This is an optimization exercise on Yosys and OpenROAD, whose aim is small area, not a production implementation.
In this exercise RTL edits were held to simulation tests only and were not proved equivalent to the original.
No activity file was given, so power comes from the tool's default toggle rates. The clock port is modelled as an ideal driver; clocking choices that lean on that would not hold on a real chip.

Design pe_rram_bs, start of the top module:
module pe_rram_bs #(
  parameter int ROW   = 36,
  parameter int COL   = 16,
  parameter int XBITS = 4
) (
  input  logic                               i_clk,
  input  logic                               i_rst,
  input  logic [$clog2(ROW)-1:0]             addr_row,
  input  logic [$clog2(COL)-1:0]             addr_col,
  input  logic                               wr_en,
  input  logic                               wr_set,
  input  logic                               wr_rst,
  input  logic                               rd_en,
  output logic                               rd_data,
  output logic                               rd_valid,
  output logic                               cfg_err,
  input  logic [ROW*XBITS-1:0]               xin,
  input  logic                               in_valid,
  output logic                               in_ready,
  output logic [COL*($clog2(ROW+1)+XBITS)-1:0] acc_out,
  output logic                               out_valid,
  input  logic                               out_ready,
  output logic                               busy
);
For scale: about 890 flip-flops, ~330 I/O pins, about 38,000 um^2 of cells after synthesis.
export LEC_CHECK = 0
export ABC_AREA = 1
export CAP_MARGIN = 20
export CORE_MARGIN = 2
export CORE_UTILIZATION = 40
export SLEW_MARGIN = 20
create_clock -name core_clock -period 10.0 [get_ports {i_clk}]
standard.sh (not shown) runs the stock make flow with config.mk's settings and CLKGATE_MAP_FILE= SYNTH_SCRIPT=/design/flow/synth_recipe.tcl, a recipe that flattens the netlist after the stock synthesis.
==> flow/flow/run.sh <==
#!/bin/bash
# Standard ORFS layout with two changes: the port buffers are the smallest
# buffer cell (the ports drive/see tiny loads), and CTS clusters more sinks
# per clkbuf_16 and inserts no dummy loads.
set -euo pipefail
CTS="-sink_clustering_enable -repair_clock_nets -dont_use_dummy_load"
CTS="$CTS -buf_list sky130_fd_sc_hd__clkbuf_16 -sink_clustering_size 30 -sink_clustering_max_diameter 100"
bash standard.sh finish \
  "BUFFER_PORTS_ARGS=-buffer_cell sky130_fd_sc_hd__buf_1" \
  "CTS_ARGS=$CTS" > make.log 2>&1
The baseline completed without violations.
Then changed:
--- a/flow/flow/run.sh
+++ b/flow/flow/run.sh
@@ -2,3 +2,9 @@
-# Standard ORFS layout with two changes: the port buffers are the smallest
-# buffer cell (the ports drive/see tiny loads), and CTS clusters more sinks
-# per clkbuf_16 and inserts no dummy loads.
+# Standard ORFS layout with three changes:
+#  - synthesis is the standard flow's own script, except that ABC maps the logic with
+#    flow/area.abc (two rounds of choice computation and area-recovering
+#    &nf mapping) instead of ORFS's area script; flops are mapped before ABC
+#    runs, so the registers are exactly the standard synthesis's;
+#  - the port buffers are the smallest buffer cell;
+#  - CTS clusters up to 30 sinks per clkbuf_16 and inserts no dummy loads.
+# Each tool's output goes to the ORFS logs under orfs/logs; make's own output
+# goes to make.log here.
@@ -5,0 +12,6 @@
+HERE=$(pwd)
+{
+  head -n 1 synth_recipe.tcl
+  echo "trace add variable ::abc_script write {apply {{n1 n2 op} {set ::abc_script $HERE/flow/area.abc}}}"
+  tail -n +2 synth_recipe.tcl
+} > my_synth.tcl
@@ -8,0 +21 @@
+  "SYNTH_SCRIPT=$HERE/my_synth.tcl" \
==> flow/flow/area.abc (new file) <==
strash
&get -n
&dch -f
&nf -R 1000
&put
strash
&get -n
&dch -f
&nf -R 1000
&put
topo
Utilization increases by 1.5 points.
Setup slack got worse by 1.2 ns.
Cell count decreases by 18%.
Routed wire length stays flat.


Another version of the RTL of pe_rram_bs (not shown whole).
For scale: about 2600 cells after synthesis, ~820 flip-flops, about 33000 um^2 of cells after synthesis.
Settings: LEC_CHECK=0, ABC_AREA=1, CAP_MARGIN=10, CORE_MARGIN=2, CORE_UTILIZATION=65, PLACE_DENSITY=0.75, SLEW_MARGIN=10; clock period 10.0 ns.
==> flow/flow/run.sh <==
#!/bin/bash
# Standard ORFS layout with these changes:
#  - synthesis is the standard flow's own script, except that ABC maps the logic with
#    flow/area.abc (two rounds of choice computation and area-recovering &nf
#    mapping) instead of ORFS's area script. Flops are mapped before ABC runs,
#    so the registers are exactly the standard synthesis's. Yosys's
#    full/half-adder extraction is skipped (ADDER_MAP_FILE empty) so that ABC
#    maps the accumulators' incrementers together with their clear logic;
#  - the port buffers are the smallest buffer cell;
#  - CTS clusters up to 30 sinks per clkbuf_16 and inserts no dummy loads.
# Each tool's output goes to the ORFS logs under orfs/logs; make's own output
# goes to make.log here.
set -euo pipefail
HERE=$(pwd)
{
  head -n 1 synth_recipe.tcl
  echo "trace add variable ::abc_script write {apply {{n1 n2 op} {set ::abc_script $HERE/flow/area.abc}}}"
  tail -n +2 synth_recipe.tcl
} > my_synth.tcl
CTS="-sink_clustering_enable -repair_clock_nets -dont_use_dummy_load"
CTS="$CTS -buf_list sky130_fd_sc_hd__clkbuf_16 -sink_clustering_size 30 -sink_clustering_max_diameter 100"
bash standard.sh finish \
  "SYNTH_SCRIPT=$HERE/my_synth.tcl" \
  "ADDER_MAP_FILE=" \
  "BUFFER_PORTS_ARGS=-buffer_cell sky130_fd_sc_hd__buf_1" \
  "CTS_ARGS=$CTS" > make.log 2>&1
==> flow/flow/area.abc <==
strash
&get -n
&dch -f
&nf -C 32 -R 2000
&put
strash
&get -n
&dch -f
&nf -C 32 -R 2000
&put
topo
Edit:
--- a/flow/config.mk
+++ b/flow/config.mk
@@ -8,6 +8,5 @@
 export ABC_AREA = 1
-export CAP_MARGIN = 10
+export CAP_MARGIN = 20
 export CORE_MARGIN = 2
-export CORE_UTILIZATION = 65
-export PLACE_DENSITY = 0.75
-export SLEW_MARGIN = 10
+export CORE_UTILIZATION = 40
+export SLEW_MARGIN = 20
After rerunning:
- The new run ran to the end with no violations
- clock power climbs by about 5%
- critical path depth stays the same
- sequential share of layout area drops by 1.3 points
- routed wire length climbs by 5.6%
- register-to-register slack improves by 50 ps
- core utilization drops by 28 points
- count of clock-buffer cells in the layout climbs by 3
- sequential power barely changes
Edit:
--- a/flow/flow/run.sh
+++ b/flow/flow/run.sh
@@ -9,3 +9,3 @@
 #  - the port buffers are the smallest buffer cell;
-#  - CTS clusters up to 30 sinks per clkbuf_16 and inserts no dummy loads.
+#  - CTS clusters up to 26 sinks within 80 um per clkbuf_16 and inserts no dummy loads.
 # Each tool's output goes to the ORFS logs under orfs/logs; make's own output
@@ -20,3 +20,3 @@
 CTS="-sink_clustering_enable -repair_clock_nets -dont_use_dummy_load"
-CTS="$CTS -buf_list sky130_fd_sc_hd__clkbuf_16 -sink_clustering_size 30 -sink_clustering_max_diameter 100"
+CTS="$CTS -buf_list sky130_fd_sc_hd__clkbuf_16 -sink_clustering_size 26 -sink_clustering_max_diameter 80"
 bash standard.sh finish \
--- a/flow/config.mk
+++ b/flow/config.mk
@@ -8,5 +8,6 @@
 export ABC_AREA = 1
-export CAP_MARGIN = 20
+export CAP_MARGIN = 10
 export CORE_MARGIN = 2
-export CORE_UTILIZATION = 40
-export SLEW_MARGIN = 20
+export CORE_UTILIZATION = 65
+export PLACE_DENSITY = 0.75
+export SLEW_MARGIN = 10
Outcome:
- The changed run completed with no timing, DRC or antenna violations
- maximum frequency shrinks by 1.3%
- design area shrinks by about 1.5%
- combinational power shrinks by about 1%
- setup slack gets worse by 120 ps
- synthesized area does not change
- clock power grows by about 7%
- clock skew shrinks by 6.1 ps
- total power grows by 1.6%
- sequential power stays flat
- hold slack gets worse by 16 ps

[re-timing with driven ports]
How much do the figures lean on ideal ports? The routed layouts below were timed once more, with nothing changed but the port constraints. Step 1 (the two cells are an assumption about what drives the block):
set clk [get_ports {i_clk}]
set_driving_cell -lib_cell sky130_fd_sc_hd__clkbuf_16 $clk
set_driving_cell -lib_cell sky130_fd_sc_hd__buf_2 [delete_from_list [all_inputs] $clk]
Step 2, shift: input delay + t, output delay - t, t = (earliest + latest rising clock arrival at the registers) / 2. This alone moves slack from input paths to output paths. Slacks: ideal / step 1 / step 2; pairs: ideal / step 1.
| run | t, ns | setup WS [ns] | slew at the worst register clock pin (ns) | cell pins on the clock port's net |
|---|---|---|---|---|
| the first run of note 1 | 0.655 | 2.054 / 2.094 / 1.439 | 0.12 / 0.12 | 1 |
| the second run of note 1 | 0.645 | 0.807 / 0.807 / 0.670 | 0.12 / 0.12 | 1 |
| the first run of note 2 | 0.707 | 0.943 / 0.943 / 0.943 | 0.12 / 0.12 | 1 |
| the second run of note 2 | 0.651 | 0.992 / 0.992 / 0.992 | 0.12 / 0.12 | 1 |
| the third run of note 2 | 0.647 | 0.874 / 0.874 / 0.874 | 0.11 / 0.11 | 1 |
After both steps setup and hold are still met in every run listed. For the first run of note 1, which loses most, drivers alone change the setup slack by +0.040 ns; drivers and shift together by -0.615 ns.
